Background: an optimization exercise with open tools, aiming at a short achievable clock period and few clock cycles. Do not read the settings as production practice.
RTL that was checked went through simulation tests only; none was proved equivalent to the original.
Power is estimated from default activity; no workload was simulated.

v6:
// color_key_sprite_run_encoder
module color_key_sprite_run_encoder
#(
  parameter int MAX_WIDTH  = cksre_pkg::DEF_MAX_WIDTH,
  parameter int MAX_HEIGHT = cksre_pkg::DEF_MAX_HEIGHT
) (
  input  logic                  clk,
  input  logic                  rst,
  input  logic                  cfg_valid,
  output logic                  cfg_ready,
  input  logic [cksre_pkg::CFG_IDX_W-1:0]  cfg_index,
  input  logic [cksre_pkg::CFG_DATA_W-1:0] cfg_data,
  input  logic                  in_valid,
  output logic                  in_ready,
  input  logic [cksre_pkg::PIX_W-1:0]      pixel,
  output logic                  out_valid,
  input  logic                  out_ready,
  output logic [cksre_pkg::KIND_W-1:0]     word_kind,
  output logic [cksre_pkg::VALUE_W-1:0]    word_value,
  output logic                  row_empty,
  output logic [cksre_pkg::ROW_OUT_W-1:0]  row_number,
  output logic                  last_of_burst
);
export LEC_CHECK = 0
export ABC_CLOCK_PERIOD_IN_PS = 1500
export CAP_MARGIN = 20
export CORE_MARGIN = 2
export CORE_UTILIZATION = 40
export SETUP_SLACK_MARGIN = 3.0
export SLEW_MARGIN = 20
export TNS_END_PERCENT = 100
create_clock -name core_clock -period 5.0 [get_ports {clk}]
run.sh (not shown) runs the stock make flow with config.mk's settings and CLKGATE_MAP_FILE= SYNTH_SCRIPT=/design/flow/synth_recipe.tcl, a recipe that flattens the netlist after the stock synthesis.
Testbench counts of v6, summed over its fixed seeds: cycles 50,767.
Changes in v7 relative to v6:
--- a/flow/design.v
+++ b/flow/design.v
@@ -38,41 +38,37 @@
     logic last_pix;
     logic out_free;
   } sts_t;
 endpackage
 module cksre_ram #(
   parameter int WIDTH = 16,
   parameter int DEPTH = 32
 ) (
   input  logic              clk,
   input  logic              wr_en,
   input  logic [DEPTH-1:0]  wr_sel,
   input  logic [WIDTH-1:0]  wr_data,
-  input  logic [DEPTH-1:0]  rd_sel0,
-  output logic [WIDTH-1:0]  rd_data0,
-  input  logic [DEPTH-1:0]  rd_sel1,
-  output logic [WIDTH-1:0]  rd_data1
+  input  logic [DEPTH-1:0]  rd_sel,
+  output logic [WIDTH-1:0]  rd_data
 );
   logic [WIDTH-1:0] mem [DEPTH];
   always_ff @(posedge clk) begin
     for (int i = 0; i < DEPTH; i++) begin
       if (wr_en && wr_sel[i]) mem[i] <= wr_data;
     end
   end
   always_comb begin
-    rd_data0 = '0;
-    rd_data1 = '0;
+    rd_data = '0;
     for (int i = 0; i < DEPTH; i++) begin
-      rd_data0 = rd_data0 | (mem[i] & {WIDTH{rd_sel0[i]}});
-      rd_data1 = rd_data1 | (mem[i] & {WIDTH{rd_sel1[i]}});
+      rd_data = rd_data | (mem[i] & {WIDTH{rd_sel[i]}});
     end
   end
 endmodule
 module cksre_ctrl
 #(
   parameter int PX_DEPTH = 40,
   parameter int EV_DEPTH = 16,
   parameter int MARGIN   = 7
 ) (
   input  logic        clk,
   input  logic        rst,
   input  logic        rstq,
@@ -91,43 +87,43 @@
   output logic [2:0]  word_kind,
   output logic [15:0] word_value,
   output logic        row_empty,
   output logic [9:0]  row_number,
   output logic        last_of_burst
 );
   localparam int PA = $clog2(PX_DEPTH);
   localparam int EA = $clog2(EV_DEPTH);
   localparam int EVW = 1 + 6 + 5 + 1 + 1;
   logic [PX_DEPTH-1:0] pwp, prp, prp1;
   logic                pop_px_d;
   logic [PA:0]         pcnt, pcnt_b;
-  logic [15:0]   prd0, prd1, p_head;
+  logic [15:0]   prd0, p_head;
   logic          pop_px;
   cksre_ram #(.WIDTH(16), .DEPTH(PX_DEPTH)) u_pf (
     .clk(clk), .wr_en(px_v), .wr_sel(pwp), .wr_data(px_d),
-    .rd_sel0(prp), .rd_data0(prd0), .rd_sel1(prp1), .rd_data1(prd1)
+    .rd_sel(pop_px ? prp1 : prp), .rd_data(prd0)
   );
   logic [EV_DEPTH-1:0] ewp, erp, erp1;
   logic [EA:0]         ecnt;
   logic                ev_v_d, ev_avail;
-  logic [EVW-1:0] ewd, erd0, erd1, e_head;
+  logic [EVW-1:0] ewd, erd0, e_head;
   logic           pop_ev;
   logic           e_run, e_row, e_tot;
   logic [5:0]     e_len;
   logic [4:0]     e_col;
   assign ewd = {ev_run, ev_len, ev_col, ev_row, ev_tot};
   assign {e_run, e_len, e_col, e_row, e_tot} = e_head;
   cksre_ram #(.WIDTH(EVW), .DEPTH(EV_DEPTH)) u_ef (
     .clk(clk), .wr_en(ev_v), .wr_sel(ewp), .wr_data(ewd),
-    .rd_sel0(erp), .rd_data0(erd0), .rd_sel1(erp1), .rd_data1(erd1)
+    .rd_sel(pop_ev ? erp1 : erp), .rd_data(erd0)
   );
   logic [EA:0] ecnt_up, ecnt_dn;
   assign ecnt_up = ecnt + 1'b1;
   assign ecnt_dn = ecnt - 1'b1;
   always_ff @(posedge clk) begin
     if (rstq) begin
       pwp <= PX_DEPTH'(1); prp <= PX_DEPTH'(1); prp1 <= PX_DEPTH'(2); pcnt <= '0; pop_px_d <= 1'b0;
       ewp <= EV_DEPTH'(1); erp <= EV_DEPTH'(1); erp1 <= EV_DEPTH'(2); ecnt <= '0; ev_v_d <= 1'b0; ev_avail <= 1'b0;
       in_ready <= 1'b0;
       in_ready_i <= 1'b0;
       pcnt_b <= '0;
     end else begin
@@ -147,26 +143,26 @@
       ev_v_d <= ev_v;
       if (ev_v_d && !pop_ev) begin
         ecnt     <= ecnt_up;
         ev_avail <= 1'b1;
       end
       if (!ev_v_d && pop_ev) begin
         ecnt     <= ecnt_dn;
         ev_avail <= (ecnt != (EA+1)'(1));
       end
       in_ready <= (pcnt <= (PA+1)'(PX_DEPTH - MARGIN)) && (ecnt <= (EA+1)'(EV_DEPTH - MARGIN));
       in_ready_i <= (pcnt_b <= (PA+1)'(PX_DEPTH - MARGIN)) && (ecnt <= (EA+1)'(EV_DEPTH - MARGIN));
     end
-    p_head <= pop_px ? prd1 : prd0;
-    e_head <= pop_ev ? erd1 : erd0;
+    p_head <= prd0;
+    e_head <= erd0;
   end
   logic        g_busy;
   logic        ph_len, ph_col, ph_pix, ph_row, ph_tot;
   logic [5:0]  cnt;
   logic        cnt1;
   logic        c_row, c_tot;
   logic [5:0]  c_len;
   logic [4:0]  c_col;
   logic [15:0] g_idx;
   logic [9:0]  g_rownum;
   logic [15:0] g_first;
   logic        g_has;
@@ -255,31 +251,37 @@
       if (ph_row) begin
         g_first  <= '0;
         g_has    <= 1'b0;
         g_rownum <= g_rownum + 10'd1;
       end
       if (ph_tot) begin
         g_rownum <= '0;
       end
     end
   end
   logic [30:0] o_next, o_hold;
   logic        o_load;
-  assign o_free = !out_valid || out_ready;
+  logic        ov_i;
+  assign o_free = !ov_i || out_ready;
   assign o_next = sk_v ? sk_word : g_word;
   assign o_load = o_free && (sk_v || g_fire);
   always_ff @(posedge clk) begin
     if (rst || rstq) begin
-      out_valid <= 1'b0;
+      ov_i <= 1'b0;
     end else if (o_free) begin
+      ov_i <= sk_v || g_fire;
+    end
+    if (rst || rstq) begin
+      out_valid <= 1'b0;
+    end else if (!out_valid || out_ready) begin
       out_valid <= sk_v || g_fire;
     end
     if (rstq) begin
       sk_v <= 1'b0;
     end else if (o_free) begin
       sk_v <= 1'b0;
     end else if (g_fire) begin
       sk_v <= 1'b1;
     end
     if (g_fire && !o_free) begin
       sk_word <= g_word;
     end
Notes after the runs:
- The buffer levels on the longest clock path of v6 and that of v7 are within noise of each other.
- Number of gates given a new drive strength after cts, v6 and v7: smaller value in v6
- Cmp v6 and v7 / maximum number of pins on one net before global-route repair / higher: v7
- In v7 relative to v6, design area had gone down slightly.
- Via count of the first global-routing pass (v7 over v6): decrease, 8165
- Maximum resistive drop on vdd: v7 < v6
- Diff v6 -> v7: number of distinct library cells after synthesis rose 1; register area was more or less identical; clock-buffer cell count has increased; critical path depth increased 9; combinational-cell power consumption rose 7.4%.
- Compared with v6, v7 shows total number of nets in the final design lower by 319.
- | total routing usage reported by global routing | higher: v6 |
Testbench counts of v7, summed over its fixed seeds: cycles 50,767.

========
color_key_sprite_run_encoder, a different RTL version from the one above (not shown whole).
For scale: ~1,400 flip-flops, roughly 0.055 mm² of cells after synthesis.
clock: 5.0 ns
lec_check: 0
abc_clock_period_in_ps: 1500
cap_margin: 20
core_margin: 2
core_utilization: 40
setup_slack_margin: 3.0
slew_margin: 20
tns_end_percent: 100
The baseline ran to the end with no violations.
==> next run, changes <==
--- a/flow/design.v
+++ b/flow/design.v
@@ -249,42 +249,47 @@
       end
       if (ph_row) begin
         g_first  <= '0;
         g_has    <= 1'b0;
         g_rownum <= g_rownum + 10'd1;
       end
       if (ph_tot) begin
         g_rownum <= '0;
       end
     end
   end
+  logic [30:0] o_next, o_hold;
+  logic        o_load;
   assign o_free = !out_valid || out_ready;
+  assign o_next = sk_v ? sk_word : g_word;
+  assign o_load = o_free && (sk_v || g_fire);
   always_ff @(posedge clk) begin
     if (rst || rstq) begin
       out_valid <= 1'b0;
     end else if (o_free) begin
       out_valid <= sk_v || g_fire;
     end
     if (rstq) begin
       sk_v <= 1'b0;
     end else if (o_free) begin
       sk_v <= 1'b0;
     end else if (g_fire) begin
       sk_v <= 1'b1;
     end
     if (g_fire && !o_free) begin
       sk_word <= g_word;
     end
-    if (o_free) begin
-      {word_kind, word_value, row_empty, row_number, last_of_burst} <= sk_v ? sk_word : g_word;
+    if (o_load) begin
+      o_hold <= o_next;
     end
+    {word_kind, word_value, row_empty, row_number, last_of_burst} <= o_free ? o_next : o_hold;
   end
 endmodule
 module cksre_dp
 #(
   parameter int MAX_WIDTH  = cksre_pkg::DEF_MAX_WIDTH,
   parameter int MAX_HEIGHT = cksre_pkg::DEF_MAX_HEIGHT
 ) (
   input  logic        clk,
   input  logic        rst,
   input  logic        rstq,
   input  logic        cfg_valid,
=>
- The new run finished clean
- worst setup slack gains 0.085 ns
- final area grows by 2.9%
- routed wire length goes up by 1.5%
- sequential power is about the same
- via count climbs by 1.7%
- clock skew barely changes
Testbench counts after the change, summed over its fixed seeds: cycles 50,767.
For the first run of this note, only the layout was checked, not whether the RTL still works.

-- port drivers added, routing unchanged --
No port has a modelled driver above. Below, the same layouts with a new extraction and two added sets of constraints. Step 1: set_driving_cell puts a clkbuf_16 on clk and a buf_2 on each other input, an assumption about the parent block. Step 2 moves the port delays by t, midway between the first and last clock arrival at a register: inputs arrive t later, outputs are due t later. That takes back most of the time a late clock gives input paths. Slacks: no drivers / after step 1 / after step 2; pairs: no drivers / after step 1.
run	shift t [ns]	slack for setup (ns)	worst setup path at the end	latest minus earliest clock arrival (ns)	worst register clock-pin slew, ns
v6	0.853	2.771 / 2.690 / 2.293	input to register	0.036 / 0.035	0.07 / 0.07
v7	0.825	2.128 / 2.128 / 2.128	register to register	0.028 / 0.028	0.07 / 0.07
the first run of note 2	0.865	2.655 / 2.573 / 2.324	input to register	0.040 / 0.040	0.07 / 0.07
the second run of note 2	0.849	2.740 / 2.666 / 2.280	input to register	0.037 / 0.037	0.07 / 0.07
After both steps setup and hold are still met in every run listed. The setup slack of v6, which loses most, moves by -0.081 ns with the drivers and by -0.478 ns with both steps.
